Context: an optimization exercise on an open-source flow, tuned for small area, a short achievable clock period and few clock cycles. The choices shown serve that exercise and are no tape-out recipe. Where RTL was checked, it was by simulation tests only, not by an equivalence proof against the original. No functional check of the RTL was part of runs 1 to 3.

===== design.v =====
package cds_pkg;
    localparam int DAY_W   = 5;
    localparam int MONTH_W = 4;
    localparam int YEAR_W  = 14;
    localparam int COUNT_W = 16;
    localparam int MASK_W  = 7;
    localparam int WD_W    = 3;
    localparam int DOY_W   = 9;
endpackage
module cds_mod7 (
    input  logic [15:0] x,
    output logic [2:0]  r
);
    logic [5:0] s1;
    logic [3:0] s2;
    logic [2:0] s3;
    assign s1 = 6'(x[2:0]) + 6'(x[5:3]) + 6'(x[8:6]) + 6'(x[11:9]) + 6'(x[14:12]) + 6'(x[15]);
    assign s2 = 4'(s1[2:0]) + 4'(s1[5:3]);
    assign s3 = s2[2:0] + 3'(s2[3]);
    assign r  = (s3 == 3'd7) ? 3'd0 : s3;
endmodule
module cds_month_len (
    input  logic       leap,
    input  logic [3:0] m,
    output logic [4:0] len
);
    always_comb begin
        case (m)
            4'd1, 4'd3, 4'd5, 4'd7, 4'd8, 4'd10, 4'd12: len = 5'd31;
            4'd4, 4'd6, 4'd9, 4'd11:                    len = 5'd30;
            4'd2:    len = leap ? 5'd29 : 5'd28;
            default: len = 5'd0;
        endcase
    end
endmodule
module cds_days_before (
    input  logic [3:0] m,
    output logic [8:0] days
);
    always_comb begin
        case (m)
            4'd2:    days = 9'd31;
            4'd3:    days = 9'd59;
            4'd4:    days = 9'd90;
            4'd5:    days = 9'd120;
            4'd6:    days = 9'd151;
            4'd7:    days = 9'd181;
            4'd8:    days = 9'd212;
            4'd9:    days = 9'd243;
            4'd10:   days = 9'd273;
            4'd11:   days = 9'd304;
            4'd12:   days = 9'd334;
            default: days = 9'd0;
        endcase
    end
endmodule
module cds_doy_split (
    input  logic [8:0] r,
    input  logic       leap,
    output logic [3:0] m,
    output logic [4:0] d
);
    logic       feb29;
    logic [8:0] rr;
    logic [8:0] cum;
    assign feb29 = leap && (r == 9'd59);
    assign rr    = (leap && (r > 9'd59)) ? r - 9'd1 : r;
    always_comb begin
        if (feb29)             m = 4'd2;
        else if (rr < 9'd31)   m = 4'd1;
        else if (rr < 9'd59)   m = 4'd2;
        else if (rr < 9'd90)   m = 4'd3;
        else if (rr < 9'd120)  m = 4'd4;
        else if (rr < 9'd151)  m = 4'd5;
        else if (rr < 9'd181)  m = 4'd6;
        else if (rr < 9'd212)  m = 4'd7;
        else if (rr < 9'd243)  m = 4'd8;
        else if (rr < 9'd273)  m = 4'd9;
        else if (rr < 9'd304)  m = 4'd10;
        else if (rr < 9'd334)  m = 4'd11;
        else                   m = 4'd12;
    end
    cds_days_before u_cum (.m(m), .days(cum));
    assign d = feb29 ? 5'd29 : rr[4:0] - cum[4:0] + 5'd1;
endmodule
module cds_div100 (
    input  logic [13:0] y,
    output logic [7:0]  q,
    output logic [6:0]  rem
);
    logic [13:0]       p41;
    logic [7:0]        qe;
    logic signed [8:0] r0;
    logic              neg, over;
    assign p41  = {6'b0, y[13:6]} + {1'b0, y[13:6], 5'b0} + {3'b0, y[13:6], 3'b0};
    assign qe   = p41[13:6];
    assign r0   = y[8:0] - {qe, 6'b0} - {qe, 5'b0} - {qe, 2'b0};
    assign neg  = r0[8];
    assign over = !neg && (r0 >= 9'sd100);
    logic [6:0] rp, rm;
    assign rp   = 7'(r0[6:0] + 7'd100);
    assign rm   = 7'(r0[6:0] - 7'd100);
    assign q    = qe + {{7{neg}}, neg || over};
    assign rem  = neg ? rp : over ? rm : r0[6:0];
endmodule
module cds_div3 #(
    parameter int W = 15
) (
    input  logic [W-1:0] x,
    output logic [W-1:0] q,
    output logic [1:0]   r
);
    logic [W:0] r1, r0;
    assign r1[W] = 1'b0;
    assign r0[W] = 1'b0;
    for (genvar i = W - 1; i >= 0; i--) begin : g_st
        assign q[i]  = r1[i+1] | (r0[i+1] & x[i]);
        assign r1[i] = (r0[i+1] & !x[i]) | (r1[i+1] & x[i]);
        assign r0[i] = (!r1[i+1] & !r0[i+1] & x[i]) | (r1[i+1] & !x[i]);
    end
    assign r = {r1[0], r0[0]};
endmodule
module cds_pass30 (
    input  logic       back,
    input  logic [3:0] from,
    input  logic [3:0] to,
    output logic       hit
);
    logic [12:0] sel;
    always_comb begin
        sel = '0;
        for (int k = 1; k <= 12; k++) begin
            if (!back) begin
                if (to >= from) sel[k] = (4'(k) > from) && (4'(k) <= to);
                else            sel[k] = (4'(k) > from) || (4'(k) <= to);
            end else begin
                if (to <= from) sel[k] = (4'(k) >= to) && (4'(k) < from);
                else            sel[k] = (4'(k) >= to) || (4'(k) < from);
            end
        end
        hit = sel[4] || sel[6] || sel[9] || sel[11];
    end
endmodule
module cds_ywd (
    input  logic [1:0] a,
    input  logic [6:0] b,
    output logic [2:0] w
);
    logic [4:0] s;
    logic [3:0] s1;
    logic [2:0] s7;
    logic [2:0] f5;
    logic [3:0] t;
    assign s  = 5'(a) + 5'(b[6:2]) + 5'd1;
    assign s1 = 4'(s[2:0]) + 4'(s[4:3]);
    assign s7 = (s1 >= 4'd7) ? 3'(s1 - 4'd7) : s1[2:0];
    always_comb begin
        case (s7)
            3'd1:    f5 = 3'd5;
            3'd2:    f5 = 3'd3;
            3'd3:    f5 = 3'd1;
            3'd4:    f5 = 3'd6;
            3'd5:    f5 = 3'd4;
            3'd6:    f5 = 3'd2;
            default: f5 = 3'd0;
        endcase
    end
    assign t = 4'(f5) + 4'(b[1:0]) + 4'(b[1:0] != 2'd0) + 4'((b == 7'd0) && (a != 2'd0));
    assign w = (t >= 4'd7) ? 3'(t - 4'd7) : t[2:0];
endmodule
import cds_pkg::*;
module calendar_date_stepper
#(
    parameter int unsigned MAX_YEAR = 9999
) (
    input  logic               aclk,
    input  logic               aresetn,
    input  logic               cfg_wr_en,
    input  logic [MASK_W-1:0]  cfg_wr_data,
    input  logic               s_valid,
    output logic               s_ready,
    input  logic [1:0]         s_req_type,
    input  logic               s_step_back,
    input  logic [COUNT_W-1:0] s_step_count,
    input  logic [DAY_W-1:0]   s_load_day,
    input  logic [MONTH_W-1:0] s_load_month,
    input  logic [YEAR_W-1:0]  s_load_year,
    output logic               m_valid,
    input  logic               m_ready,
    output logic [DAY_W-1:0]   m_out_day,
    output logic [MONTH_W-1:0] m_out_month,
    output logic [YEAR_W-1:0]  m_out_year,
    output logic [WD_W-1:0]    m_weekday,
    output logic [DOY_W-1:0]   m_day_of_year,
    output logic               m_is_leap,
    output logic [DAY_W-1:0]   m_month_length,
    output logic               m_date_valid,
    output logic               m_is_weekend,
    output logic               m_range_error
);
    localparam logic signed [15:0] MAXY = 16'(MAX_YEAR);
    typedef enum logic [2:0] {
        ST_IDLE = 3'd0,
        ST_D1   = 3'd1,
        ST_D2   = 3'd2,
        ST_M2   = 3'd4,
        ST_G    = 3'd5,
        ST_RW   = 3'd6
    } state_t;
    state_t st;
    logic [4:0]  o_day;
    logic [3:0]  o_month;
    logic [13:0] o_year;
    logic [2:0]  o_wd;
    logic [8:0]  o_doy;
    logic        o_leap;
    logic [4:0]  o_len;
    logic        o_valid;
    logic        o_wkend;
    logic        o_err;
    logic        mvalid;
    logic [8:0]  yc400;    
    logic [6:0]  mask;
    logic               rmon;     
    logic               rback;
    logic signed [10:0] acc;
    logic signed [9:0]  de;
    logic               wc;
    logic [2:0]         wdn;
    logic signed [15:0] wy;
    logic signed [10:0] wx;
    logic [3:0]         wm;
    logic [4:0]         wdd;
    logic               werr;
    logic [12:0]        wq;
    logic [1:0]         wa;       
    logic [6:0]         wrem;
    logic [1:0]         nfc;
    logic               has30;
    logic               fl_e, fl_m, fl_p;
    logic outfree;
    assign outfree = !mvalid || m_ready;
    assign s_ready = (st == ST_IDLE);
    logic        fit, is_day, is_mon, is_step, nz_cnt;
    logic [2:0]  nmod7;
    logic [3:0]  wsum;
    logic [2:0]  wdn_next;
    logic [10:0] acc_acc;
    logic [8:0]  acc_a;
    logic signed [17:0] acc_b;
    assign fit     = o_valid && (o_year != 14'd0) && (o_year <= 14'(MAX_YEAR));
    assign is_day  = (s_req_type == 2'd1);
    assign is_mon  = (s_req_type == 2'd2);
    assign is_step = is_day || is_mon;
    assign nz_cnt  = (s_step_count != 16'd0);
    cds_mod7 u_nmod7 (.x(s_step_count), .r(nmod7));
    logic [2:0] nsel;
    assign nsel     = s_step_back ? ~nmod7 : nmod7;
    assign wsum     = 4'(o_wd) + 4'(nsel);
    assign wdn_next = (wsum >= 4'd7) ? 3'(wsum + 4'd1) : wsum[2:0];
    logic [8:0] doy_m1;
    assign doy_m1 = o_doy - 9'd1;
    assign acc_a  = s_step_back ? o_doy : doy_m1;
    assign acc_b  = s_step_back ? ~{2'b00, s_step_count} : {2'b00, s_step_count};
    assign acc_acc = 11'(acc_a) + acc_b[10:0];
    logic signed [11:0] bx;
    logic [7:0]         ax45;
    logic signed [17:0] p45;
    logic signed [9:0]  de_next;
    logic signed [10:0] xe_next;
    assign bx      = acc_b[17:6];
    always_comb begin
        case (acc_a[8:6])
            3'd0:    ax45 = 8'd0;
            3'd1:    ax45 = 8'd45;
            3'd2:    ax45 = 8'd90;
            3'd3:    ax45 = 8'd135;
            3'd4:    ax45 = 8'd180;
            default: ax45 = 8'd225;
        endcase
    end
    assign p45     = (18'(bx) <<< 5) + (18'(bx) <<< 3) + (18'(bx) <<< 2) + 18'(bx) + 18'(ax45);
    assign de_next = 10'(p45 >>> 8);
    assign xe_next = 11'(yc400) + 11'(de_next);
    logic [13:0] n3q;
    logic [1:0]  n3r;
    logic [3:0]  mterm;
    logic [4:0]  mt;
    logic        mcar;
    logic [3:0]  mr;
    cds_div3 #(.W(14)) u_div3 (.x(s_step_count[15:2]), .q(n3q), .r(n3r));
    assign mterm = s_step_back ? 4'd12 - o_month : o_month - 4'd1;
    assign mt    = 5'({n3r, s_step_count[1:0]}) + 5'(mterm);
    assign mcar  = (mt >= 5'd12);
    assign mr    = mcar ? 4'(mt - 5'd12) : mt[3:0];
    logic       small_d, small_m;
    logic       s_lm, s_lp;
    logic [1:0] s_a;
    logic [6:0] s_b;
    assign small_d = (s_step_count < 16'd365);
    assign small_m = (s_step_count < 16'd12);
    assign s_lm    = (yc400[1:0] == 2'd1) && (yc400 != 9'd101) && (yc400 != 9'd201) && (yc400 != 9'd301);
    assign s_lp    = (yc400[1:0] == 2'd3) && (yc400 != 9'd99) && (yc400 != 9'd199) && (yc400 != 9'd299);
    always_comb begin
        if (yc400 >= 9'd300)      begin s_a = 2'd3; s_b = 7'(yc400 - 9'd300); end
        else if (yc400 >= 9'd200) begin s_a = 2'd2; s_b = 7'(yc400 - 9'd200); end
        else if (yc400 >= 9'd100) begin s_a = 2'd1; s_b = 7'(yc400 - 9'd100); end
        else                      begin s_a = 2'd0; s_b = 7'(yc400);          end
    end
    logic [4:0]  mts;
    logic        mcs, sm_hi, sm_lo;
    logic [3:0]  mrs, mcm;
    logic [15:0] ysm;
    logic [1:0]  asm_;
    logic [6:0]  bsm;
    assign mts   = 5'(s_step_count[3:0]) + 5'(mterm);
    assign mcs   = (mts >= 5'd12);
    assign mrs   = mcs ? 4'(mts - 5'd12) : mts[3:0];
    assign sm_hi = !s_step_back && mcs && (o_year == 14'(MAX_YEAR));
    assign sm_lo = s_step_back && mcs && (o_year == 14'd1);
    assign mcm   = sm_hi ? 4'd12 : sm_lo ? 4'd1 : (s_step_back ? 4'd12 - mrs : mrs + 4'd1);
    always_comb begin
        ysm  = 16'(o_year);
        asm_ = s_a;
        bsm  = s_b;
        if (mcs && !sm_hi && !sm_lo) begin
            if (!s_step_back) begin
                ysm = 16'(o_year) + 16'd1;
                if (s_b == 7'd99) begin bsm = 7'd0; asm_ = s_a + 2'd1; end
                else              bsm = s_b + 7'd1;
            end else begin
                ysm = 16'(o_year) - 16'd1;
                if (s_b == 7'd0) begin bsm = 7'd99; asm_ = s_a - 2'd1; end
                else             bsm = s_b - 7'd1;
            end
        end
    end
    logic signed [10:0] t4, t4s, d4, pd;
    logic [2:0]         cnt;
    logic [2:0]         kx;
    logic [10:0]        dy365;
    logic signed [10:0] r0;
    logic               e_lp, e_lm, e_lpp;
    assign t4     = 11'(yc400[1:0]) + 11'(de) + 11'sd3;
    assign t4s    = t4 >>> 2;
    assign d4     = t4s - 11'(yc400[1:0] != 2'd0);
    assign cnt    = 3'(wx > -11'sd100) + 3'(wx > 11'sd0) + 3'(wx > 11'sd100) + 3'(wx > 11'sd200)
                    + 3'(wx > 11'sd300) + 3'(wx > 11'sd400) + 3'(wx > 11'sd500);
    assign kx     = 3'(yc400 > 9'd0) + 3'(yc400 > 9'd100) + 3'(yc400 > 9'd200) + 3'(yc400 > 9'd300);
    assign pd     = d4 - 11'(cnt) + 11'(kx) + 11'(wx > 11'sd0) + 11'(wx > 11'sd400)
                    - 11'(yc400 != 9'd0) + 11'sd1;
    assign dy365  = (11'(de) << 8) + (11'(de) << 6) + (11'(de) << 5) + (11'(de) << 3)
                    + (11'(de) << 2) + 11'(de);
    assign r0     = acc[10:0] - dy365 - pd;
    assign e_lp   = (wx[1:0] == 2'd0) && (wx != -11'sd100) && (wx != 11'sd100) && (wx != 11'sd200)
                    && (wx != 11'sd300) && (wx != 11'sd500);
    assign e_lm   = (wx[1:0] == 2'd1) && (wx != -11'sd99) && (wx != 11'sd101) && (wx != 11'sd201)
                    && (wx != 11'sd301) && (wx != 11'sd501);
    assign e_lpp  = (wx[1:0] == 2'd3) && (wx != -11'sd101) && (wx != 11'sd99) && (wx != 11'sd199)
                    && (wx != 11'sd299) && (wx != 11'sd499);
    logic               rneg, rover;
    logic [9:0]         rfix;
    logic signed [15:0] yfin;
    logic signed [10:0] xfin;
    logic [8:0]         ycfin;
    logic               lfin;
    logic [3:0]         dc_m;
    logic [4:0]         dc_d;
    logic [4:0]         dc_len;
    logic               dc_hi, dc_lo;
    assign rneg  = acc[10];
    assign rover = !rneg && (fl_e ? (acc[9:0] >= 10'd366) : (acc[9:0] >= 10'd365));
    logic [9:0] radd;
    always_comb begin
        if (rneg)       radd = fl_m ? 10'd366 : 10'd365;
        else if (rover) radd = fl_e ? -10'd366 : -10'd365;
        else            radd = 10'd0;
    end
    assign rfix  = acc[9:0] + radd;
    assign yfin  = wy + {{15{rneg}}, rneg || rover};
    assign xfin  = wx + {{10{rneg}}, rneg || rover};
    assign ycfin = 9'(xfin + ((xfin < 11'sd0) ? 11'sd400 : (xfin >= 11'sd400) ? -11'sd400 : 11'sd0));
    assign lfin  = rneg ? fl_m : rover ? fl_p : fl_e;
    cds_doy_split u_split (.r(rfix[8:0]), .leap(lfin), .m(dc_m), .d(dc_d));
    cds_month_len u_dclen (.leap(lfin), .m(dc_m), .len(dc_len));
    assign dc_hi = (yfin > MAXY);
    assign dc_lo = (yfin < 16'sd1);
    logic signed [15:0] ymv;
    logic               f_hi, f_lo;
    logic [13:0]        yc;
    logic [3:0]         mc;
    logic [1:0]         dys;
    logic signed [3:0]  nf;
    logic               h30;
    logic [13:0]        fy;
    logic [1:0]         fq;
    logic [6:0]         frem;
    assign ymv  = 16'(o_year) + (rback ? ~{3'b0, wq} : {3'b0, wq}) + 16'(rback ? !wc : wc);
    assign f_hi = !rback && (ymv > MAXY);
    assign f_lo = rback && (ymv < 16'sd1);
    assign yc   = f_hi ? 14'(MAX_YEAR) : f_lo ? 14'd1 : ymv[13:0];
    assign mc   = f_hi ? 4'd12 : f_lo ? 4'd1 : wm;
    always_comb begin
        if (f_hi)                 dys = (o_year >= 14'd9997) ? 2'(2'd3 - o_year[1:0]) : 2'd3;
        else if (f_lo)            dys = (o_year <= 14'd3) ? 2'(o_year - 14'd1) : 2'd3;
        else if ((wq >= 13'd3) || ((wq == 13'd2) && wc)) dys = 2'd3;
        else                      dys = wq[1:0] + 2'(wc);
    end
    logic       n_back;
    logic [3:0] n_to;
    logic [1:0] n_dys;
    assign n_back = (st == ST_IDLE) ? s_step_back : rback;
    assign n_to   = (st == ST_IDLE) ? mcm : mc;
    assign n_dys  = (st == ST_IDLE) ? 2'((mcs && !sm_hi && !sm_lo)) : dys;
    always_comb begin
        if (!n_back) nf = 4'(n_dys) - 4'(n_to == 4'd1) + 4'(o_month == 4'd1);
        else         nf = 4'(n_dys) - 4'(o_month < 4'd3) + 4'(n_to < 4'd3);
    end
    cds_pass30 u_p30 (.back(n_back), .from(o_month), .to(n_to), .hit(h30));
    assign fy = (st == ST_IDLE) ? s_load_year : ymv[13:0];
    cds_div100 u_div100 (.y(fy), .q(fq), .rem(frem));
    logic        g_lp, g_lm, g_lpp, g_feb;
    logic [4:0]  g_l, g_d, g_len;
    logic        g_valid;
    logic [8:0]  g_cum, g_doy;
    logic [2:0]  g_wd;
    logic [8:0]  g_yc400;
    assign g_lp  = (wy[1:0] == 2'd0) && ((wrem != 7'd0)  || (wa == 2'd0));
    assign g_lm  = (wy[1:0] == 2'd1) && ((wrem != 7'd1)  || (wa == 2'd0));
    assign g_lpp = (wy[1:0] == 2'd3) && ((wrem != 7'd99) || (wa == 2'd3));
    assign g_feb = !rback ? ((wm >= 4'd2) ? g_lp : g_lm) : ((wm <= 4'd2) ? g_lp : g_lpp);
    always_comb begin
        if (!rmon)             g_l = 5'd31;
        else if (nfc == 2'd2)  g_l = 5'd28;
        else if (nfc == 2'd1)  g_l = g_feb ? 5'd29 : 5'd28;
        else if (has30)        g_l = 5'd30;
        else                   g_l = 5'd31;
    end
    assign g_d = (wdd < g_l) ? wdd : g_l;
    cds_month_len   u_glen (.leap(g_lp), .m(wm), .len(g_len));
    cds_days_before u_gcum (.m(wm), .days(g_cum));
    assign g_valid = (g_len != 5'd0) && (g_d != 5'd0) && (g_d <= g_len);
    assign g_doy   = g_cum + 9'(g_lp && (wm > 4'd2)) + 9'(g_d);
    logic [1:0]  g_a4;
    assign g_a4    = wa;
    logic [2:0] g_ym, g_cm;
    cds_ywd u_ywd (.a(wa), .b(wrem), .w(g_ym));
    always_comb begin
        case (wm)
            4'd2, 4'd3, 4'd11: g_cm = 3'd3;
            4'd4, 4'd7:        g_cm = 3'd6;
            4'd5:              g_cm = 3'd1;
            4'd6:              g_cm = 3'd4;
            4'd8:              g_cm = 3'd2;
            4'd9, 4'd12:       g_cm = 3'd5;
            default:           g_cm = 3'd0;
        endcase
    end
    logic [3:0] g_es, g_ws;
    logic [2:0] g_e, g_dm;
    assign g_es = 4'(g_ym) + 4'(g_cm) + 4'(g_lp && (wm > 4'd2));
    assign g_e  = (g_es >= 4'd14) ? 3'(g_es - 4'd14) : (g_es >= 4'd7) ? 3'(g_es - 4'd7) : g_es[2:0];
    always_comb begin
        case (g_d)
            5'd7, 5'd14, 5'd21, 5'd28:  g_dm = 3'd0;
            5'd1, 5'd8, 5'd15, 5'd22, 5'd29: g_dm = 3'd1;
            5'd2, 5'd9, 5'd16, 5'd23, 5'd30: g_dm = 3'd2;
            5'd3, 5'd10, 5'd17, 5'd24, 5'd31: g_dm = 3'd3;
            5'd4, 5'd11, 5'd18, 5'd25: g_dm = 3'd4;
            5'd5, 5'd12, 5'd19, 5'd26: g_dm = 3'd5;
            5'd6, 5'd13, 5'd20, 5'd27: g_dm = 3'd6;
            default: g_dm = 3'd0;
        endcase
    end
    assign g_ws = 4'(g_e) + 4'(g_dm);
    assign g_wd = (g_ws >= 4'd7) ? 3'(g_ws - 4'd7) : g_ws[2:0];
    always_comb begin
        case (g_a4)
            2'd0:    g_yc400 = 9'(wrem);
            2'd1:    g_yc400 = 9'd100 + 9'(wrem);
            2'd2:    g_yc400 = 9'd200 + 9'(wrem);
            default: g_yc400 = 9'd300 + 9'(wrem);
        endcase
    end
    logic acc_step, rpt_now, commit_d, commit_g, commit_r;
    assign acc_step = is_step && fit && nz_cnt;
    assign rpt_now  = (st == ST_IDLE) && s_valid && (s_req_type != 2'd0) && !acc_step;
    assign commit_r = (rpt_now || (st == ST_RW)) && outfree;
    assign commit_d = (st == ST_D2) && outfree;
    assign commit_g = (st == ST_G) && outfree;
    always_ff @(posedge aclk) begin
        if (!aresetn) begin
            st      <= ST_IDLE;
            mvalid  <= 1'b0;
            mask    <= 7'd96;
            o_day   <= 5'd1;
            o_month <= 4'd1;
            o_year  <= 14'd2000;
            o_wd    <= 3'd6;
            o_doy   <= 9'd1;
            o_leap  <= 1'b1;
            o_len   <= 5'd31;
            o_valid <= 1'b1;
            o_wkend <= 1'b1;
            o_err   <= 1'b0;
            yc400   <= 9'd0;
        end else begin
            if (cfg_wr_en) mask <= cfg_wr_data;
            if (commit_r || commit_d || commit_g) mvalid <= 1'b1;
            else if (m_ready)                     mvalid <= 1'b0;
            unique case (st)
                ST_IDLE: begin
                    if (s_valid) begin
                        if (s_req_type == 2'd0) st <= ST_G;
                        else if (acc_step)      st <= is_day ? (small_d ? ST_D2 : ST_D1)
                                                     : (small_m ? ST_G : ST_M2);
                        else if (!outfree)      st <= ST_RW;
                    end
                end
                ST_RW:   if (outfree) st <= ST_IDLE;
                ST_D1:   st <= ST_D2;
                ST_D2:   if (outfree) st <= ST_IDLE;
                ST_M2:   st <= ST_G;
                ST_G:    if (outfree) st <= ST_IDLE;
                default: st <= ST_IDLE;
            endcase
            if (commit_r) begin
                o_err   <= (st == ST_RW) ? werr : (is_step && !fit);
                o_wkend <= o_valid && mask[o_wd];
            end
            if (commit_d) begin
                o_valid <= 1'b1;
                if (dc_hi) begin
                    o_day <= 5'd31; o_month <= 4'd12; o_year <= 14'(MAX_YEAR);
                    o_wd <= 3'd5; o_doy <= 9'd365; o_leap <= 1'b0; o_len <= 5'd31;
                    o_wkend <= mask[5]; o_err <= 1'b1; yc400 <= 9'd399;
                end else if (dc_lo) begin
                    o_day <= 5'd1; o_month <= 4'd1; o_year <= 14'd1;
                    o_wd <= 3'd1; o_doy <= 9'd1; o_leap <= 1'b0; o_len <= 5'd31;
                    o_wkend <= mask[1]; o_err <= 1'b1; yc400 <= 9'd1;
                end else begin
                    o_day <= dc_d; o_month <= dc_m; o_year <= yfin[13:0];
                    o_wd <= wdn; o_doy <= rfix[8:0] + 9'd1; o_leap <= lfin; o_len <= dc_len;
                    o_wkend <= mask[wdn]; o_err <= 1'b0; yc400 <= ycfin;
                end
            end
            if (commit_g) begin
                o_day   <= g_d;
                o_month <= wm;
                o_year  <= wy[13:0];
                o_wd    <= g_valid ? g_wd : 3'd0;
                o_doy   <= g_valid ? g_doy : 9'd0;
                o_leap  <= g_lp;
                o_len   <= g_len;
                o_valid <= g_valid;
                o_wkend <= g_valid && mask[g_wd];
                o_err   <= werr;
                yc400   <= g_yc400;
            end
        end
    end
    always_ff @(posedge aclk) begin
        unique case (st)
            ST_IDLE: begin
                rback <= s_step_back;
                acc   <= acc_acc[10:0];
                de    <= de_next;
                wx    <= small_d ? 11'(yc400) : xe_next;
                fl_e  <= o_leap;
                fl_m  <= s_lm;
                fl_p  <= s_lp;
                nfc   <= (nf >= 4'sd2) ? 2'd2 : (nf == 4'sd1) ? 2'd1 : 2'd0;
                has30 <= h30;
                wc    <= mcar;
                wdn   <= wdn_next;
                rmon  <= is_mon;
                werr  <= (is_step && !fit) || (is_mon && (sm_hi || sm_lo));
                wq    <= n3q[12:0];
                wa    <= is_mon ? asm_ : fq;
                wrem  <= is_mon ? bsm : frem;
                if (s_req_type == 2'd0) begin
                    wdd <= s_load_day;
                    wm  <= s_load_month;
                    wy  <= 16'(s_load_year);
                end else begin
                    wdd <= o_day;
                    wm  <= small_m ? mcm : (s_step_back ? 4'd12 - mr : mr + 4'd1);
                    wy  <= (is_mon && small_m) ? ysm : 16'(o_year);
                end
            end
            ST_D1: begin
                acc  <= r0;
                wy   <= 16'(o_year) + 16'(de);
                fl_e <= e_lp;
                fl_m <= e_lm;
                fl_p <= e_lpp;
            end
            ST_M2: begin
                wy    <= 16'(yc);
                wm    <= mc;
                werr  <= f_hi || f_lo;
                wa    <= f_hi ? 2'd3 : f_lo ? 2'd0 : fq;
                wrem  <= f_hi ? 7'd99 : f_lo ? 7'd1 : frem;
                nfc   <= (nf >= 4'sd2) ? 2'd2 : (nf == 4'sd1) ? 2'd1 : 2'd0;
                has30 <= h30;
            end
            default: ;
        endcase
    end
    assign m_valid        = mvalid;
    assign m_out_day      = o_day;
    assign m_out_month    = o_month;
    assign m_out_year     = o_year;
    assign m_weekday      = o_wd;
    assign m_day_of_year  = o_doy;
    assign m_is_leap      = o_leap;
    assign m_month_length = o_len;
    assign m_date_valid   = o_valid;
    assign m_is_weekend   = o_wkend;
    assign m_range_error  = o_err;
endmodule

===== run.sh =====
#!/bin/bash
# synth_recipe.tcl (not shown) runs the flow's synth.tcl, then flattens the netlist and writes it again
# the make line also repeats each setting of config.mk as NAME=value (left out here)
make -C /OpenROAD-flow-scripts/flow DESIGN_CONFIG=/design/flow/config.mk WORK_HOME=/design/flow/orfs CLKGATE_MAP_FILE= SYNTH_SCRIPT=/design/flow/synth_recipe.tcl finish

===== config.mk =====
export PLATFORM = sky130hd
export DESIGN_NAME = calendar_date_stepper
export DESIGN_NICKNAME = calendar_date_stepper
export VERILOG_FILES = /design/flow/design.v
export SDC_FILE = /design/flow/constraint.sdc
export NUM_CORES = 4
export LEC_CHECK = 0
export ABC_AREA = 1
export CAP_MARGIN = 20
export CORE_MARGIN = 2
export CORE_UTILIZATION = 55
export PLACE_DENSITY = 0.7
export SETUP_SLACK_MARGIN = 1.5
export SLEW_MARGIN = 20

===== constraint.sdc =====
create_clock -name core_clock -period 9.0 [get_ports {aclk}]
set_input_delay 1.8000 -clock core_clock [delete_from_list [all_inputs] [get_ports {aclk}]]
set_output_delay 1.8000 -clock core_clock [all_outputs]
set_load 0.01 [all_outputs]

==> results.json, run 1 <==
{
  "status": "timing/DRC/antenna clean",
  "cap_violations": 0,
  "yosysUniqueCellTypes": 66,
  "cp_slowest_cell": "fa_1",
  "cts_tree": "done",
  "grt_pass1_wl_um": 135000,
  "gr-usage-all-layers": 0.370,
  "drive_gt1_frac": 0.141,
  "grt_pass1_vias": 24600,
  "cp-start-kind": "register",
  "cp-startpoint": "wa[0]",
  "start_util": 0.557,
  "synth_seq_cells": 166,
  "die_h_um": 216,
  "clock-sinks": 166,
  "synth_area_leaders": "ha_1 16%, nand2_1 11%, edfxtp_1 11%, inv_1 8.8%, fa_1 8.5%",
  "hold_class": "register to register",
  "hold_start": "o_len[0]",
  "antenna_found_initial": 1,
  "gp_congestion": 1.06,
  "synth_cells": 3552,
  "root_buffer": "clkbuf_16",
  "cp-end-kind": "register",
  "fin_ws_ns": 0.650,
  "cp_max_fo": 4,
  "ff2ff_setup_slack_ns": 0.65,
  "ant_nets": 0,
  "die_width_um": 216,
  "cp.arrival_ns": 8.75,
  "synth_area_leader_cell": "ha_1",
  "synth.avg_cell_area_sq_um": 6.95,
  "hold_viol": 0,
  "vias": 25800,
  "clk_latency_ns": 0.50,
  "grt_max_degree": 57,
  "setup_tns_ns": 0,
  "core_area_sq_mm": 0.0443,
  "multiInputGateArea_sq_mm": 0.0192,
  "grt-ovfl-total": 0,
  "finalNetCount": 4241,
  "post-route-min-period_ns": 8.35,
  "crit_required_ns": 9.40,
  "routed_via_density": 5.91,
  "hpwl_um": 68700,
  "dieArea_sq_mm": 0.0466,
  "syn_area_sq_mm": 0.0247,
  "clk_path_buf_depth": 2,
  "worstSetupPathType": "register to register",
  "drtIter0Drc": 2446,
  "wire_per_inst_um": 20.1,
  "ios": 100,
  "finalCritPeriodShare": 0.928,
  "clk_pin_slew_ns": 0.08,
  "synth_common_cells": "746 x nand2_1, 582 x inv_1, 322 x ha_1, 269 x nor2_1, 231 x o21ai_0",
  "synth_warnings": 7,
  "clock_skew_ns": 0.0151,
  "synth_top_flop_cell": "edfxtp_1",
  "seq_area_frac_synth": 0.171,
  "cts-buffers-inserted": 17,
  "critPathMostFrequentCell": "inv_2",
  "worst_slew_pin_slew_ns": 0.912,
  "slowest_delay_ns": 0.56,
  "htree_levels": 4,
  "drt_drc_violations_left": 0,
  "setup_viol": 0,
  "max_freq_ghz": 0.120,
  "fillers": 3849,
  "async_flop_share": 0,
  "final_max_slew_viol_count": 0,
  "synth_edf_count": 91,
  "dp_slack_ns": 0.374,
  "syn-num-nets": 4033,
  "wl_um": 87800,
  "maxSlewHeadroom": 0.392,
  "rows": 77,
  "hold_ws_ns": 0.489,
  "yosysMostFrequentCell": "nand2_1",
  "drt-pass1-iter-count": 6,
  "cpLargestDelayFamily": "adder cells",
  "seq_area_sq_mm": 0.00424,
  "timing.rr.start": "wa[0]",
  "io_buffers": 99,
  "grt_setup_unrepaired": "yes",
  "area_growth_pct": 18.6,
  "n_antenna_cell": 0,
  "synth_top_area_share": 0.163,
  "cp_num_buf_inv": 13
}
logic make-up (layout without fill, tap and decap cells):
family | after synthesis | in the layout | share of synthesized area
xor+xnor | 197 | 197 | 0.0702
buf+inv | 667 | 888 | 0.103
fa+ha+maj | 427 | 427 | 0.248
flops | 166 | 166 | 0.171
compound gates | 669 | 669 | 0.158
simple gates | 1422 | 1422 | 0.248
mux | 4 | 4 | 0.00162
path summary, 6_finish.rpt:
check,to,depth (start not counted)
min,o_len[0],2
max reg2reg,o_wkend,49
max,o_wkend,49
min reg2reg,o_len[0],2
cell type report:
| cell class | count | share of cell area |
|---|---|---|
| inverters | 597 | 0.0770 |
| multi-input cells | 2719 | 0.654 |
| clock inverters | 13 | 0.00517 |
| clock buffers | 19 | 0.0162 |
| repair buffers | 258 | 0.0770 |
| well taps | 592 | 0.0253 |
| repair inverters | 1 | 0.000256 |
| flip-flops and latches | 166 | 0.145 |
worst min-delay path, cell delays in order (launching register included):
cell	delay, ns
dfxtp_1	0.34
nand2_1	0.06
nand3_1	0.06
sequential cells by signal, indices dropped and copies added, names as in the netlist, 3 cells and up:
register	count
wx	11
g_cm	3
g_cum	9
mask	7
de	10
o_len	3
o_month	4
wdn	3
wm	4
wy	16
wdd	5
wrem	7
st	3
yc400	9
wq	13
o_day	5
o_doy	9
o_year	14
o_wd	3
acc	11
cells in the final DEF (no fill, tap or decap), types with 14 or more instances in the layout:
cell	n
inv_2	45
o2111ai_1	14
ha_1	292
nor3_1	40
o221ai_1	24
nand2_2	44
o21ai_0	200
nor2_2	23
a21oi_1	193
clkbuf_16	19
nand3_1	212
xor2_1	122
fa_1	93
or2_2	21
nand4_1	34
a21oi_2	24
o21ai_1	29
dfxtp_1	74
edfxtp_1	91
inv_1	545
xnor2_1	48
clkdlybuf4s50_1	83
o211ai_1	30
nand2_4	17
nand3_2	19
nand2_1	710
ha_4	17
o21ai_2	20
nor2_1	246
a31oi_1	28
nor4_1	15
buf_4	144
timing repair:
action,4_1_cts,5_1_grt
hold endpoints to repair,0,0
pin swaps,78,107
setup buffers,75,44
setup endpoints to repair,34,46
cloned,0,2
resized for setup,135,192
hold buffers,0,0
layer usage:
metal  vias to the layer above  share of wire  wire [um]  GRT usage
met1                     12200           0.42      36500      0.493
met2                      1204           0.45      39900      0.600
met4                         2          0.045       3990      0.150
li1                      12200              -          -          -
met3                       238          0.084       7400     0.0569
met5                         -        0.00015         13          0
per-stage QoR:
stage / util / instances / instance area (sq um)
floorplan: - / 3552 / 24900
global placement: 0.600 / 4212 / 26600
detailed placement: 0.600 / 4212 / 26600
CTS: 0.637 / 4319 / 28300
global route: 0.661 / 4365 / 29300
finish: 0.661 / 4365 / 29300
==> run 2: changes to the inputs <==
--- a/config.mk
+++ b/config.mk
@@ -9,6 +9,5 @@
 export CAP_MARGIN = 20
 export CORE_MARGIN = 2
-export CORE_UTILIZATION = 55
-export PLACE_DENSITY = 0.7
-export SETUP_SLACK_MARGIN = 1.5
+export CORE_UTILIZATION = 40
+export SETUP_SLACK_MARGIN = 1.0
 export SLEW_MARGIN = 20
==> results.json, run 2 <==
{
  "seq_area_frac_synth": 0.171,
  "htree_levels": 4,
  "dpl.cell_count": 4411,
  "routed_via_density": 5.41,
  "die_h_um": 252,
  "synth_top_flop_cell": "edfxtp_1",
  "synth_warnings": 7,
  "cap_violations": 0,
  "vias": 24300,
  "slowest_delay_ns": 0.55,
  "synth_seq_cells": 166,
  "cts_tree": "done",
  "async_flop_share": 0,
  "cp_max_fo": 4,
  "timing.rr.start": "wrem[2]",
  "cp.arrival_ns": 8.52,
  "synth_cells": 3552,
  "yosysMostFrequentCell": "nand2_1",
  "top_register": "wy",
  "critPathMostFrequentCell": "inv_2",
  "gr-usage-all-layers": 0.260,
  "final_common_cell": "nand2_1",
  "cp-startpoint": "wrem[2]",
  "grt-ovfl-total": 0,
  "io_buffers": 99,
  "max_freq_ghz": 0.124,
  "drtIter0Drc": 1939,
  "hold_class": "register to register",
  "gp_congestion": 0.991,
  "cp_slowest_cell": "fa_1",
  "antenna_found_initial": 0,
  "setup_tns_ns": 0,
  "area_growth_pct": 14.5,
  "root_buffer": "clkbuf_16",
  "worstSetupPathType": "register to register",
  "place_area_sq_mm": 0.0267,
  "core_area_sq_mm": 0.0614,
  "synth_top_area_share": 0.163,
  "clk_pin_slew_ns": 0.08,
  "drive_gt1_frac": 0.0977,
  "clock_skew_ns": 0.0196,
  "grt_max_degree": 40,
  "largest_reg_flops": 16,
  "final_max_slew_viol_count": 0,
  "drt-pass1-iter-count": 6,
  "maxSlewHeadroom": 0.318,
  "n_antenna_cell": 0,
  "final_cell_mix": "729 x nand2_1, 553 x inv_1, 302 x ha_1",
  "synth.avg_cell_area_sq_um": 6.95,
  "synth_edf_count": 91,
  "cts-buffers-inserted": 17,
  "wire_per_inst_um": 18.5,
  "drt_drc_violations_left": 0,
  "ios": 100,
  "clk_path_buf_depth": 2,
  "rows": 91,
  "worst_slew_pin_slew_ns": 1.02,
  "fin_area_sq_mm": 0.0283,
  "crit_required_ns": 9.42,
  "die_width_um": 252,
  "hpwl_um": 67000,
  "clk_latency_ns": 0.48,
  "finalNetCount": 4172,
  "wl_um": 83300,
  "finalCritPeriodShare": 0.899,
  "yosysUniqueCellTypes": 66,
  "synth_area_leader_cell": "ha_1",
  "fin_ws_ns": 0.906,
  "syn-num-nets": 4033,
  "hold_start": "o_len[0]",
  "dp_slack_ns": 0.404,
  "hold_viol": 0,
  "start_util": 0.402,
  "ant_nets": 0,
  "post-route-min-period_ns": 8.09,
  "clock-sinks": 166,
  "grt_pass1_vias": 22900,
  "syn_area_sq_mm": 0.0247,
  "postCtsHoldBufs": 0,
  "grt_setup_unrepaired": "yes",
  "status": "timing/DRC/antenna clean",
  "cp-end-kind": "register",
  "synth_area_leaders": "ha_1 16%, nand2_1 11%, edfxtp_1 11%, inv_1 8.8%, fa_1 8.5%",
  "cp-start-kind": "register",
  "stdcell_count": 4494,
  "synth_common_cells": "746 x nand2_1, 582 x inv_1, 322 x ha_1, 269 x nor2_1, 231 x o21ai_0",
  "setup_viol": 0,
  "reg_top3": "wy x16, o_year x14, wq x13",
  "hold_ws_ns": 0.505,
  "dieArea_sq_mm": 0.0638,
  "grt_pass1_wl_um": 129000
}
## run 2: critical path, delay by kind of cell, from the launching register on
kind / cells / cell delay [ns]
compound gates: 4 / 0.42
xor+xnor: 4 / 0.68
fa+ha+maj: 14 / 4.44
buf+inv: 12 / 0.80
flops: 1 / 0.38
simple gates: 14 / 1.32
## run 2: layer usage
layer / GRT usage / vias up / routed length (um)
met2: 0.422 / 890 / 37800
li1: - / 12000 / -
met1: 0.352 / 11300 / 36900
met5: 0 / - / 0
met3: 0.0413 / 147 / 5810
met4: 0.0898 / 0 / 2790
## run 2: path summary, 6_finish.rpt
check	end	slack, ns	cells after the start
setup / recovery	o_wkend	0.91	48
hold / removal	o_len[0]	0.50	2
setup reg to reg	o_wkend	0.91	48
hold reg to reg	o_len[0]	0.50	2
## run 2: cell families (layout without fill, tap and decap cells)
logic type,count (synthesis),in the layout,share of synthesized area
AOI/OAI and AO/OA,669,669,0.158
and+or+nand+nor,1422,1422,0.248
xor gates and xnor gates,197,197,0.0702
muxes,4,4,0.00162
adders and majority gates,427,427,0.248
buffers and inverters,667,819,0.103
DFF,166,166,0.171
## run 2: through the flow
stage | utilization
finish | 0.461
global route | 0.461
CTS | 0.450
detailed placement | 0.435
global placement | 0.435
floorplan | -
## run 2: final cells by class
type	count	area (sq um)
Clock buffer	20	468
Clock inverter	12	116
Fill cell	6272	33100
Inverter	597	2240
Multi-Input combinational cell	2719	18600
Sequential cell	166	4240
Tap cell	790	988
Timing Repair Buffer	190	1670
## run 2: timing repair
item / in CTS / in global routing
endpoints found under the setup margin: 13 / 34
gates resized for setup: 45 / 138
endpoints found under the hold margin: 0 / 0
pin swaps: 32 / 83
cloned: 0 / 0
setup buffers: 16 / 35
==> run 3: changes to the inputs <==
--- a/config.mk
+++ b/config.mk
@@ -10,4 +10,4 @@
 export CORE_MARGIN = 2
 export CORE_UTILIZATION = 40
-export SETUP_SLACK_MARGIN = 1.0
+export SETUP_SLACK_MARGIN = 2.0
 export SLEW_MARGIN = 20
==> results.json, run 3 <==
{
  "yosysMostFrequentCell": "nand2_1",
  "max_freq_ghz": 0.124,
  "seq_area_frac_synth": 0.171,
  "ff2ff_setup_slack_ns": 0.91,
  "grt_pass1_wl_um": 132000,
  "fin_ws_ns": 0.908,
  "gp_congestion": 1.01,
  "async_flop_share": 0,
  "dpl.cell_count": 4407,
  "core_area_sq_mm": 0.0614,
  "crit_required_ns": 9.42,
  "ios": 100,
  "setup_tns_ns": 0,
  "drive_gt1_frac": 0.183,
  "synth_edf_count": 91,
  "hold_viol": 0,
  "drt-pass1-iter-count": 6,
  "final_cell_mix": "683 x nand2_1, 533 x inv_1, 280 x ha_1",
  "final_common_cell": "nand2_1",
  "clock_skew_ns": 0.0225,
  "drt_drc_violations_left": 0,
  "clock-sinks": 166,
  "syn_area_sq_mm": 0.0247,
  "cap_violations": 0,
  "synth.avg_cell_area_sq_um": 6.95,
  "rows": 91,
  "die_h_um": 252,
  "slowest_delay_ns": 0.53,
  "synth_common_cells": "746 x nand2_1, 582 x inv_1, 322 x ha_1, 269 x nor2_1, 231 x o21ai_0",
  "yosysUniqueCellTypes": 66,
  "synth_warnings": 7,
  "grt-ovfl-total": 0,
  "clk_latency_ns": 0.49,
  "synth_top_flop_cell": "edfxtp_1",
  "finalCritPeriodShare": 0.899,
  "gr-usage-all-layers": 0.268,
  "maxSlewHeadroom": 0.374,
  "reg_top3": "wy x16, o_year x14, wq x13",
  "cp_max_fo": 4,
  "cp-start-kind": "register",
  "hold_ws_ns": 0.491,
  "routed_via_density": 5.41,
  "stdcell_count": 4631,
  "clk_path_buf_depth": 2,
  "wire_per_inst_um": 18.9,
  "setup_viol": 0,
  "hpwl_um": 67500,
  "clk_pin_slew_ns": 0.07,
  "utilization": 0.498,
  "worstSetupPathType": "register to register",
  "htree_levels": 4,
  "synth_area_leaders": "ha_1 16%, nand2_1 11%, edfxtp_1 11%, inv_1 8.8%, fa_1 8.5%",
  "root_buffer": "clkbuf_16",
  "synth_seq_cells": 166,
  "fin_area_sq_mm": 0.0306,
  "cts-buffers-inserted": 17,
  "place_area_sq_mm": 0.0271,
  "hold_class": "register to register",
  "final_max_slew_viol_count": 0,
  "dieArea_sq_mm": 0.0638,
  "die_width_um": 252,
  "post-route-min-period_ns": 8.09,
  "cp-end-kind": "register",
  "synth_top_area_share": 0.163,
  "largest_reg_flops": 16,
  "grt_setup_unrepaired": "yes",
  "start_util": 0.402,
  "cts_tree": "done",
  "dp_slack_ns": 0.472,
  "wl_um": 87700,
  "vias": 25000,
  "cp.arrival_ns": 8.51,
  "finalNetCount": 4309,
  "n_antenna_cell": 0,
  "io_buffers": 99,
  "synth_cells": 3552,
  "drtIter0Drc": 2212,
  "area_growth_pct": 23.8,
  "syn-num-nets": 4033,
  "postCtsHoldBufs": 0,
  "cp_slowest_cell": "fa_1",
  "top_register": "wy",
  "status": "timing/DRC/antenna clean",
  "synth_area_leader_cell": "ha_1",
  "grt_max_degree": 58,
  "grt_pass1_vias": 23400,
  "worst_slew_pin_slew_ns": 0.931,
  "ant_nets": 0,
  "antenna_found_initial": 0
}
-- run 3: cells by family (layout without fill, tap and decap cells) --
group           Yosys count  after routing  share of synthesized area
buf+inv                 667            953                      0.103
xor+xnor                197            197                     0.0702
mux                       4              4                    0.00162
fa+ha+maj               427            427                      0.248
simple gates           1422           1425                      0.248
compound gates          669            669                      0.158
flops                   166            166                      0.171
-- run 3: timing repair --
| item | CTS | global route |
|---|---|---|
| setup endpoints to repair | 40 | 48 |
| resized for setup | 161 | 268 |
| buffers inserted | 118 | 70 |
| gates cloned | 0 | 4 |
| pin swaps | 94 | 144 |
-- run 3: final timing paths --
check,cells past startpoint,start,end
max,48,wa[0],o_wkend
min,2,o_len[0],o_len[0]
max reg2reg,48,wa[0],o_wkend
min reg2reg,2,o_len[0],o_len[0]
-- run 3: area by class of cell --
type,instances,area (sq um)
Clock buffer,19,454
Clock inverter,13,114
Fill cell,6016,30800
Inverter,597,2270
Multi-Input combinational cell,2722,19800
Sequential cell,166,4240
Tap cell,790,988
Timing Repair Buffer,323,2760
Timing Repair inverter,1,5.00
-- run 3: per-layer routing --
| metal | vias to the layer above | global-route usage | wire [um] |
|---|---|---|---|
| met1 | 11600 | 0.362 | 38700 |
| li1 | 12300 | - | - |
| met3 | 161 | 0.0422 | 6290 |
| met4 | 0 | 0.0806 | 2560 |
| met2 | 932 | 0.439 | 40200 |
| met5 | - | 0 | 0 |
-- run 3: critical path, delay by kind of cell, from the launching register on --
family / cells / cell delay, ns
AO/OA/AOI/OAI: 4 / 0.41
flip-flops: 1 / 0.41
XOR/XNOR: 4 / 0.74
adder cells (fa/ha/maj): 14 / 4.39
AND/OR/NAND/NOR: 14 / 1.26
buffers and inverters: 12 / 0.81
==> run 4: changes to the inputs <==
--- a/design.v
+++ b/design.v
@@ -224,17 +224,23 @@
     logic               rmon;     
     logic               rback;
-    logic signed [10:0] acc;
     logic signed [9:0]  de;
     logic               wc;
     logic [2:0]         wdn;
     logic signed [15:0] wy;
-    logic signed [10:0] wx;
     logic [3:0]         wm;
     logic [4:0]         wdd;
     logic               werr;
-    logic [12:0]        wq;
+    logic [12:0]        wq;       
+    logic [10:0]        wz;       
+    logic signed [10:0] acc;
+    logic signed [10:0] wx;
     logic [1:0]         wa;       
     logic [6:0]         wrem;
     logic [1:0]         nfc;
+    assign acc  = wq[10:0];
+    assign wx   = wz;
+    assign wrem = wz[6:0];
+    assign wa   = wz[8:7];
+    assign nfc  = wz[10:9];
     logic               has30;
     logic               fl_e, fl_m, fl_p;
@@ -564,11 +570,8 @@
             ST_IDLE: begin
                 rback <= s_step_back;
-                acc   <= acc_acc[10:0];
                 de    <= de_next;
-                wx    <= small_d ? 11'(yc400) : xe_next;
                 fl_e  <= o_leap;
                 fl_m  <= s_lm;
                 fl_p  <= s_lp;
-                nfc   <= (nf >= 4'sd2) ? 2'd2 : (nf == 4'sd1) ? 2'd1 : 2'd0;
                 has30 <= h30;
                 wc    <= mcar;
@@ -576,7 +579,8 @@
                 rmon  <= is_mon;
                 werr  <= (is_step && !fit) || (is_mon && (sm_hi || sm_lo));
-                wq    <= n3q[12:0];
-                wa    <= is_mon ? asm_ : fq;
-                wrem  <= is_mon ? bsm : frem;
+                wq    <= is_day ? 13'(acc_acc) : n3q[12:0];
+                if (is_day)      wz <= small_d ? 11'(yc400) : xe_next;
+                else if (is_mon) wz <= {(nf >= 4'sd2) ? 2'd2 : (nf == 4'sd1) ? 2'd1 : 2'd0, asm_, bsm};
+                else             wz <= {2'd0, fq, frem};
                 if (s_req_type == 2'd0) begin
                     wdd <= s_load_day;
@@ -590,5 +594,5 @@
             end
             ST_D1: begin
-                acc  <= r0;
+                wq   <= 13'(r0);
                 wy   <= 16'(o_year) + 16'(de);
                 fl_e <= e_lp;
@@ -600,7 +604,7 @@
                 wm    <= mc;
                 werr  <= f_hi || f_lo;
-                wa    <= f_hi ? 2'd3 : f_lo ? 2'd0 : fq;
-                wrem  <= f_hi ? 7'd99 : f_lo ? 7'd1 : frem;
-                nfc   <= (nf >= 4'sd2) ? 2'd2 : (nf == 4'sd1) ? 2'd1 : 2'd0;
+                wz    <= {(nf >= 4'sd2) ? 2'd2 : (nf == 4'sd1) ? 2'd1 : 2'd0,
+                          f_hi ? 2'd3 : f_lo ? 2'd0 : fq,
+                          f_hi ? 7'd99 : f_lo ? 7'd1 : frem};
                 has30 <= h30;
             end
--- a/config.mk
+++ b/config.mk
@@ -10,4 +10,4 @@
 export CORE_MARGIN = 2
 export CORE_UTILIZATION = 40
-export SETUP_SLACK_MARGIN = 2.0
+export SETUP_SLACK_MARGIN = 0.6
 export SLEW_MARGIN = 20
==> results.json, run 4 <==
{
  "syn-num-nets": 3990,
  "synth_area_leader_cell": "ha_1",
  "drtIter0Drc": 2043,
  "clk_path_buf_depth": 2,
  "wl_um": 87500,
  "final_max_slew_viol_count": 0,
  "hold_class": "register to register",
  "gp_congestion": 0.965,
  "yosysMostFrequentCell": "nand2_1",
  "grt_pass1_vias": 22600,
  "antenna_found_initial": 0,
  "cp-end-kind": "register",
  "synthSimpleGateAreaFrac": 0.240,
  "core_area_sq_mm": 0.0600,
  "post-route-min-period_ns": 8.16,
  "multiInputGateArea_sq_mm": 0.0185,
  "synth_xor_area_frac": 0.0737,
  "cap_violations": 0,
  "routed_via_density": 5.46,
  "start_util": 0.403,
  "n_antenna_cell": 0,
  "seq_area_sq_mm": 0.00358,
  "max_freq_ghz": 0.123,
  "clock-sinks": 144,
  "io_buffers": 99,
  "synth_top_flop_cell": "dfxtp_1",
  "ios": 100,
  "dieArea_sq_mm": 0.0625,
  "maxSlewHeadroom": 0.379,
  "rows": 90,
  "synthMuxAreaShare": 0.00207,
  "slowest_delay_ns": 0.55,
  "grt_setup_unrepaired": "yes",
  "timing.rr.start": "wz[7]",
  "cp-startpoint": "wz[7]",
  "hpwl_um": 71500,
  "setup_viol": 0,
  "synth_area_leaders": "ha_1 17%, nand2_1 11%, inv_1 8.9%, fa_1 8.7%, edfxtp_1 8.6%",
  "root_buffer": "clkbuf_16",
  "cp_slowest_cell": "fa_1",
  "worstSetupPathType": "register to register",
  "largest_reg_flops": 16,
  "async_flop_share": 0,
  "grt-ovfl-total": 0,
  "clk_pin_slew_ns": 0.07,
  "synth_top_area_share": 0.170,
  "ant_nets": 0,
  "synth_warnings": 7,
  "clock_skew_ns": 0.0142,
  "vias": 24300,
  "top_register": "wy",
  "drt_drc_violations_left": 0,
  "grt_max_degree": 41,
  "reg_top3": "wy x16, o_year x14, wq x13",
  "die_width_um": 250,
  "final_cell_mix": "710 x nand2_1, 548 x inv_1, 311 x ha_1",
  "worst_slew_pin_slew_ns": 0.929,
  "cts_tree": "done",
  "fillers": 6245,
  "final_common_cell": "nand2_1",
  "cts-buffers-inserted": 17,
  "synth_top_family_by_area": "adder cells",
  "synth-compound-area-share": 0.173,
  "area_growth_pct": 14.6,
  "cp-start-kind": "register",
  "synth_cells": 3502,
  "synth_edf_count": 69,
  "syn_area_sq_mm": 0.0242,
  "setup_tns_ns": 0,
  "critPathMostFrequentCell": "inv_1",
  "synth_common_cells": "725 x nand2_1, 573 x inv_1, 329 x ha_1, 234 x nor2_1, 229 x a21oi_1",
  "hold_viol": 0,
  "yosysUniqueCellTypes": 76,
  "utilization": 0.462,
  "gr-usage-all-layers": 0.277,
  "crit_required_ns": 9.39,
  "finalNetCount": 4137,
  "synth_seq_cells": 144,
  "die_h_um": 250,
  "hold_start": "o_len[1]",
  "wire_per_inst_um": 19.7,
  "status": "timing/DRC/antenna clean",
  "synthAdderAreaFrac": 0.257,
  "clk_latency_ns": 0.49,
  "cp.arrival_ns": 8.54,
  "finalCritPeriodShare": 0.906,
  "drive_gt1_frac": 0.101,
  "drt-pass1-iter-count": 8,
  "htree_levels": 4,
  "synth.avg_cell_area_sq_um": 6.91,
  "grt_pass1_wl_um": 133000,
  "cp_max_fo": 8,
  "seq_area_frac_synth": 0.148
}
[run 4: cell count changes in the layout (fill, tap and decap cells not counted), moves of 17 or more]
cell / delta
a21oi_2: -17
a21oi_1: +31
nand3_2: -32
edfxtp_1: -22
nand2_1: +27
buf_4: -108
ha_1: +31
ha_4: -20
nand2_2: -30
nor2_1: -19
[run 4: kinds of logic (layout without fill, tap and decap cells)]
kind of cell,after synthesis,after routing
AO/OA/AOI/OAI,703,703
XOR/XNOR,201,201
adder cells (fa/ha/maj),434,434
buffers and inverters,680,840
flip-flops,144,144
multiplexers,5,5
AND/OR/NAND/NOR,1335,1335
[run 4: metal layers]
layer  vias up  share of wire  GRT usage
met5         -              0          0
met4         0          0.043      0.118
met3       156          0.078     0.0401
met2       927           0.43      0.433
met1     11300           0.45      0.381
li1      11900              -          -
[run 4: through the flow]
stage	hold WS [ns]	worst slack, ns	instances	instance area (sq um)
2_1_floorplan	0.458	0.637	3502	24200
3_3_place_gp	0.454	0.403	4383	26400
3_5_place_dp	0.470	0.287	4383	26400
4_1_cts	0.486	0.590	4420	27100
5_1_grt	0.533	0.438	4444	27700
6_report	0.483	0.845	4444	27700
[run 4: final cells by class]
type,count,area share
Clock buffer,17,0.0153
Clock inverter,15,0.00497
Inverter,607,0.0828
Multi-Input combinational cell,2678,0.669
Sequential cell,144,0.129
Tap cell,782,0.0353
Timing Repair Buffer,201,0.0638
[run 4: critical path, delay by kind of cell, from the launching register on]
family	cells	cell delay (ns)
xor+xnor	3	0.49
flops	1	0.37
compound gates	8	0.93
buf+inv	12	0.71
fa+ha+maj	14	4.44
simple gates	11	1.08
[run 4: repair_timing]
action,4_1_cts,5_1_grt
pin swaps,7,62
hold buffers,0,0
resized for setup,22,135
buffers inserted,5,24
endpoints found under the setup margin,5,31
[run 4: final timing paths]
kind         slack (ns)  depth (start not counted)        to
min reg2reg        0.48                          2  o_len[1]
max                0.84                         48   o_wkend
max reg2reg        0.84                         48   o_wkend
min                0.48                          2  o_len[1]
Testbench counts of run 4, summed over its fixed seeds: cycles 2,192.
==> run 5: changes to the inputs <==
--- a/config.mk
+++ b/config.mk
@@ -9,5 +9,5 @@
 export CAP_MARGIN = 20
 export CORE_MARGIN = 2
-export CORE_UTILIZATION = 40
+export CORE_UTILIZATION = 62
 export SETUP_SLACK_MARGIN = 0.6
 export SLEW_MARGIN = 20
==> results.json, run 5 <==
{
  "area_growth_pct": 14.0,
  "clk_path_buf_depth": 2,
  "rows": 72,
  "synth_top_family_by_area": "adder cells",
  "cts-buffers-inserted": 17,
  "min_delay_path_depth": 2,
  "worstSetupPathType": "register to register",
  "synth_top_area_share": 0.170,
  "cts_tree": "done",
  "worst_slew_pin_slew_ns": 0.996,
  "synth-compound-area-share": 0.173,
  "slowest_delay_ns": 0.58,
  "post-route-min-period_ns": 8.49,
  "ff2ff_setup_slack_ns": 0.51,
  "drt-pass1-iter-count": 9,
  "synth_edf_count": 69,
  "clk_pin_slew_ns": 0.07,
  "synth_area_leaders": "ha_1 17%, nand2_1 11%, inv_1 8.9%, fa_1 8.7%, edfxtp_1 8.6%",
  "synth_top_flop_cell": "dfxtp_1",
  "root_buffer": "clkbuf_16",
  "synth_warnings": 7,
  "synth_common_cells": "725 x nand2_1, 573 x inv_1, 329 x ha_1, 234 x nor2_1, 229 x a21oi_1",
  "synth.avg_cell_area_sq_um": 6.91,
  "cap_violations": 0,
  "grt_pass1_wl_um": 136000,
  "grt_setup_unrepaired": "yes",
  "rr_worst_depth": 50,
  "drt_drc_violations_left": 0,
  "drive_gt1_frac": 0.102,
  "finalCritPeriodShare": 0.943,
  "die_width_um": 202,
  "hold_viol": 0,
  "seq_area_frac_synth": 0.148,
  "syn-num-nets": 3990,
  "synth_seq_cells": 144,
  "syn_area_sq_mm": 0.0242,
  "synth_xor_area_frac": 0.0737,
  "setup_tns_ns": 0,
  "final_cell_mix": "710 x nand2_1, 549 x inv_1, 309 x ha_1",
  "async_flop_share": 0,
  "crit_required_ns": 9.35,
  "grt-ovfl-total": 0,
  "wl_um": 90400,
  "yosysMostFrequentCell": "nand2_1",
  "synthAdderAreaFrac": 0.257,
  "wire_per_inst_um": 21.6,
  "clock_skew_ns": 0.0212,
  "critPathMostFrequentCell": "inv_1",
  "cp-start-kind": "register",
  "maxSlewHeadroom": 0.335,
  "vias": 26100,
  "hold-path-endpoint": "o_len[1]",
  "synth_area_leader_cell": "ha_1",
  "start_util": 0.627,
  "worstReg2RegEnd": "o_wkend",
  "routed_via_density": 6.24,
  "cp_max_fo": 4,
  "synthSimpleGateAreaFrac": 0.240,
  "dieArea_sq_mm": 0.0406,
  "io_buffers": 99,
  "gp_congestion": 1.02,
  "status": "timing/DRC/antenna clean",
  "reg_top3": "wy x16, o_year x14, wq x13",
  "ios": 100,
  "drtIter0Drc": 3290,
  "max_freq_ghz": 0.118,
  "cp_slowest_cell": "fa_1",
  "die_h_um": 202,
  "ant_nets": 0,
  "utilization": 0.715,
  "hold_class": "register to register",
  "final_max_slew_viol_count": 0,
  "timing.rr.start": "wz[7]",
  "yosysUniqueCellTypes": 76,
  "cp.arrival_ns": 8.84,
  "hold_start": "o_len[1]",
  "grt_max_degree": 41,
  "n_antenna_cell": 0,
  "hpwl_um": 70800,
  "gr-usage-all-layers": 0.428,
  "synthMuxAreaShare": 0.00207,
  "finalNetCount": 4144,
  "setup_viol": 0,
  "largest_reg_flops": 16,
  "final_common_cell": "nand2_1",
  "cp-end-kind": "register",
  "top_register": "wy",
  "htree_levels": 4,
  "antenna_found_initial": 2,
  "grt_pass1_vias": 24800,
  "clock-sinks": 144,
  "clk_latency_ns": 0.46,
  "postCtsHoldBufs": 0,
  "core_area_sq_mm": 0.0386,
  "synth_cells": 3502
}
## run 5: routing by layer
| layer | vias up | part of all wire | track usage |
|---|---|---|---|
| li1 | 11900 | - | - |
| met1 | 12100 | 0.37 | 0.528 |
| met2 | 1739 | 0.45 | 0.699 |
| met3 | 415 | 0.11 | 0.0860 |
| met4 | 4 | 0.067 | 0.244 |
| met5 | - | 0.00030 | 0 |
## run 5: cell type report
type	count	area (sq um)
timing repair buffer	208	1890
inverter	607	2290
fill	3061	11000
tap	518	648
sequential	144	3580
clock inverter	15	176
multi-input combinational	2678	18600
clock buffer	17	425
## run 5: kinds of logic (layout without fill, tap and decap cells)
family	count (synthesis)	count (layout)
adder cells (fa/ha/maj)	434	434
AND/OR/NAND/NOR	1335	1335
flip-flops	144	144
XOR/XNOR	201	201
AO/OA/AOI/OAI	703	703
multiplexers	5	5
buffers and inverters	680	847
## run 5: worst max path at each step
stage              end  slack (ns)  depth (start not counted)  start
2_1_floorplan  o_wkend        0.64                         52  wz[7]
3_3_place_gp   o_wkend        0.43                         51  wz[2]
3_5_place_dp   o_wkend        0.21                         52  wz[2]
4_1_cts        o_wkend        0.60                         54  wz[3]
5_1_grt        o_wkend        0.20                         53  wz[7]
6_report       o_wkend        0.51                         50  wz[7]
## run 5: critical path: cells and delay by family (launching register included)
kind | cells | cell delay (ns)
AO/OA/AOI/OAI | 6 | 0.59
XOR/XNOR | 5 | 0.87
adder cells (fa/ha/maj) | 14 | 4.48
buffers and inverters | 14 | 1.00
flip-flops | 1 | 0.38
AND/OR/NAND/NOR | 11 | 1.04
## run 5: repair_timing
| action | 4_1_cts | 5_1_grt |
|---|---|---|
| endpoints found under the setup margin | 9 | 31 |
| gates resized for setup | 51 | 112 |
| setup buffers | 21 | 28 |
| pin swaps | 18 | 68 |
## run 5: per-stage QoR
stage / area [sq um] / hold WS, ns / cells / worst slack, ns
floorplan: 24200 / 0.458 / 3502 / 0.637
global placement: 26000 / 0.454 / 4105 / 0.430
detailed placement: 26000 / 0.450 / 4105 / 0.208
CTS: 26900 / 0.466 / 4158 / 0.599
global route: 27600 / 0.512 / 4187 / 0.202
finish: 27600 / 0.466 / 4187 / 0.510
==> run 6: changes to the inputs <==
--- a/config.mk
+++ b/config.mk
@@ -9,5 +9,5 @@
 export CAP_MARGIN = 20
 export CORE_MARGIN = 2
-export CORE_UTILIZATION = 62
-export SETUP_SLACK_MARGIN = 0.6
+export CORE_UTILIZATION = 40
+export SETUP_SLACK_MARGIN = 1.0
 export SLEW_MARGIN = 20
==> results.json, run 6 <==
{
  "hpwl_um": 69100,
  "drtIter0Drc": 1994,
  "gp_congestion": 0.990,
  "status": "timing/DRC/antenna clean",
  "dpl.cell_count": 4362,
  "largest_reg_flops": 16,
  "utilization": 0.469,
  "synth_area_leader_cell": "ha_1",
  "yosysMostFrequentCell": "nand2_1",
  "dieArea_sq_mm": 0.0625,
  "cp-end-kind": "register",
  "drt-pass1-iter-count": 6,
  "syn-num-nets": 3990,
  "cap_violations": 0,
  "vias": 24200,
  "finalCritPeriodShare": 0.923,
  "yosysUniqueCellTypes": 76,
  "cts_tree": "done",
  "antenna_found_initial": 1,
  "routed_via_density": 5.42,
  "synth_warnings": 7,
  "final_cell_mix": "701 x nand2_1, 546 x inv_1, 307 x ha_1",
  "synth_common_cells": "725 x nand2_1, 573 x inv_1, 329 x ha_1, 234 x nor2_1, 229 x a21oi_1",
  "ant_nets": 0,
  "start_util": 0.403,
  "drive_gt1_frac": 0.115,
  "clk_pin_slew_ns": 0.07,
  "fin_area_sq_mm": 0.0281,
  "htree_levels": 4,
  "place_area_sq_mm": 0.0264,
  "hold_viol": 0,
  "max_freq_ghz": 0.120,
  "post-route-min-period_ns": 8.30,
  "worstSetupPathType": "register to register",
  "grt_pass1_wl_um": 132000,
  "synth.avg_cell_area_sq_um": 6.91,
  "hold_class": "register to register",
  "rows": 90,
  "syn_area_sq_mm": 0.0242,
  "synth_edf_count": 69,
  "reg_top3": "wy x16, o_year x14, wq x13",
  "final_common_cell": "nand2_1",
  "synth_top_flop_cell": "dfxtp_1",
  "die_width_um": 250,
  "grt_max_degree": 41,
  "slowest_delay_ns": 0.52,
  "gr-usage-all-layers": 0.274,
  "core_area_sq_mm": 0.0600,
  "top_register": "wy",
  "final_max_slew_viol_count": 0,
  "clock_skew_ns": 0.0122,
  "area_growth_pct": 16.3,
  "cp_max_fo": 6,
  "cp_slowest_cell": "edfxtp_1",
  "clk_path_buf_depth": 2,
  "crit_required_ns": 9.40,
  "synth_cells": 3502,
  "cp-start-kind": "register",
  "setup_tns_ns": 0,
  "synth_seq_cells": 144,
  "wl_um": 86100,
  "worst_slew_pin_slew_ns": 1.07,
  "maxSlewHeadroom": 0.289,
  "postCtsHoldBufs": 0,
  "ios": 100,
  "synth_top_area_share": 0.170,
  "finalNetCount": 4158,
  "cts-buffers-inserted": 17,
  "async_flop_share": 0
}
-- run 6: cell types whose count changed in the layout (fill, tap and decap cells not counted), moves of 4 or more --
cell and delta:
xnor2_1 -6, buf_4 +21, a21oi_2 +4, xor2_2 +5, nand2_1 -9, a21oi_1 -5, xnor2_2 +7, xor2_1 -5
o21ai_2 -4, nand2_2 +11, buf_6 -6, inv_2 +4
-- run 6: final timing paths --
| kind | start | end | slack, ns | depth (start not counted) |
|---|---|---|---|---|
| setup / recovery | wz[8] | o_wkend | 0.70 | 50 |
| hold / removal | o_len[1] | o_len[1] | 0.48 | 2 |
| setup reg to reg | wz[8] | o_wkend | 0.70 | 50 |
| hold reg to reg | o_len[1] | o_len[1] | 0.48 | 2 |
-- run 6: timing repair --
item | in CTS | in global routing
buffers inserted | 34 | 37
setup endpoints to repair | 11 | 33
resized for setup | 59 | 105
pin swaps | 44 | 56
-- run 6: cells by family after synthesis --
family                     Yosys count  share of synthesized area
adders and majority gates          434                      0.257
xor gates and xnor gates           201                     0.0737
DFF                                144                      0.148
AOI/OAI and AO/OA                  703                      0.173
buffers and inverters              680                      0.107
muxes                                5                    0.00207
and+or+nand+nor                   1335                      0.240
-- run 6: critical path: cells and delay by family, from the launching register on --
family | cells | cell delay [ns]
simple gates | 12 | 1.14
flops | 1 | 0.52
buf+inv | 14 | 0.90
compound gates | 7 | 0.67
fa+ha+maj | 13 | 4.32
xor+xnor | 4 | 0.66
-- run 6: routing by layer --
layer / vias up / track usage / share of wire
met5: - / 0 / 0.00015
met4: 2 / 0.111 / 0.039
met3: 161 / 0.0399 / 0.067
met2: 865 / 0.443 / 0.45
met1: 11300 / 0.367 / 0.44
li1: 11900 / - / -
-- run 6: final cells by class --
cell class,instances,area [sq um]
fillers,6063,31900
clock buffers,18,450
well taps,782,978
inverters,607,2290
repair buffers,222,1950
clock inverters,14,145
multi-input cells,2678,18700
flip-flops and latches,144,3580
diodes,1,2.50
-- run 6: stage by stage --
step | worst slack (ns)
floorplan | 0.926
global placement | 0.484
detailed placement | 0.424
CTS | 0.882
global route | 0.146
finish | 0.697

-- afterwards: timing with drivers on the ports --
The results above use ideal ports. As a check the final layouts listed here were re-extracted and re-timed, cells and wires unchanged. Step 1: set_driving_cell puts a clkbuf_16 on aclk and a buf_2 on each other input, an assumption about the parent block. Step 2, shift: input delay + t, output delay - t, t = (earliest + latest rising clock arrival at the registers) / 2. This alone moves slack from input paths to output paths. Three values: no drivers, after step 1, after step 2; two values: the first two.
run	shift t [ns]	setup slack, ns	clock arrival spread, ns	slew at the worst register clock pin (ns)	worst slew at a driven data input, ns
run 1	0.548	0.650 / 0.650 / 0.650	0.017 / 0.017	0.09 / 0.09	0.04
run 2	0.527	0.906 / 0.906 / 0.821	0.020 / 0.020	0.08 / 0.08	0.04
run 3	0.534	0.908 / 0.908 / 0.908	0.023 / 0.023	0.09 / 0.09	0.07
run 4	0.543	0.845 / 0.845 / 0.463	0.014 / 0.014	0.08 / 0.08	0.05
run 5	0.508	0.510 / 0.510 / 0.355	0.021 / 0.021	0.08 / 0.08	0.05
run 6	0.561	0.697 / 0.697 / 0.697	0.012 / 0.012	0.08 / 0.08	0.05
After both steps setup and hold are still met in every run listed. The setup slack of run 4, which loses most, moves by 0.000 ns with the drivers and by -0.382 ns with both steps.
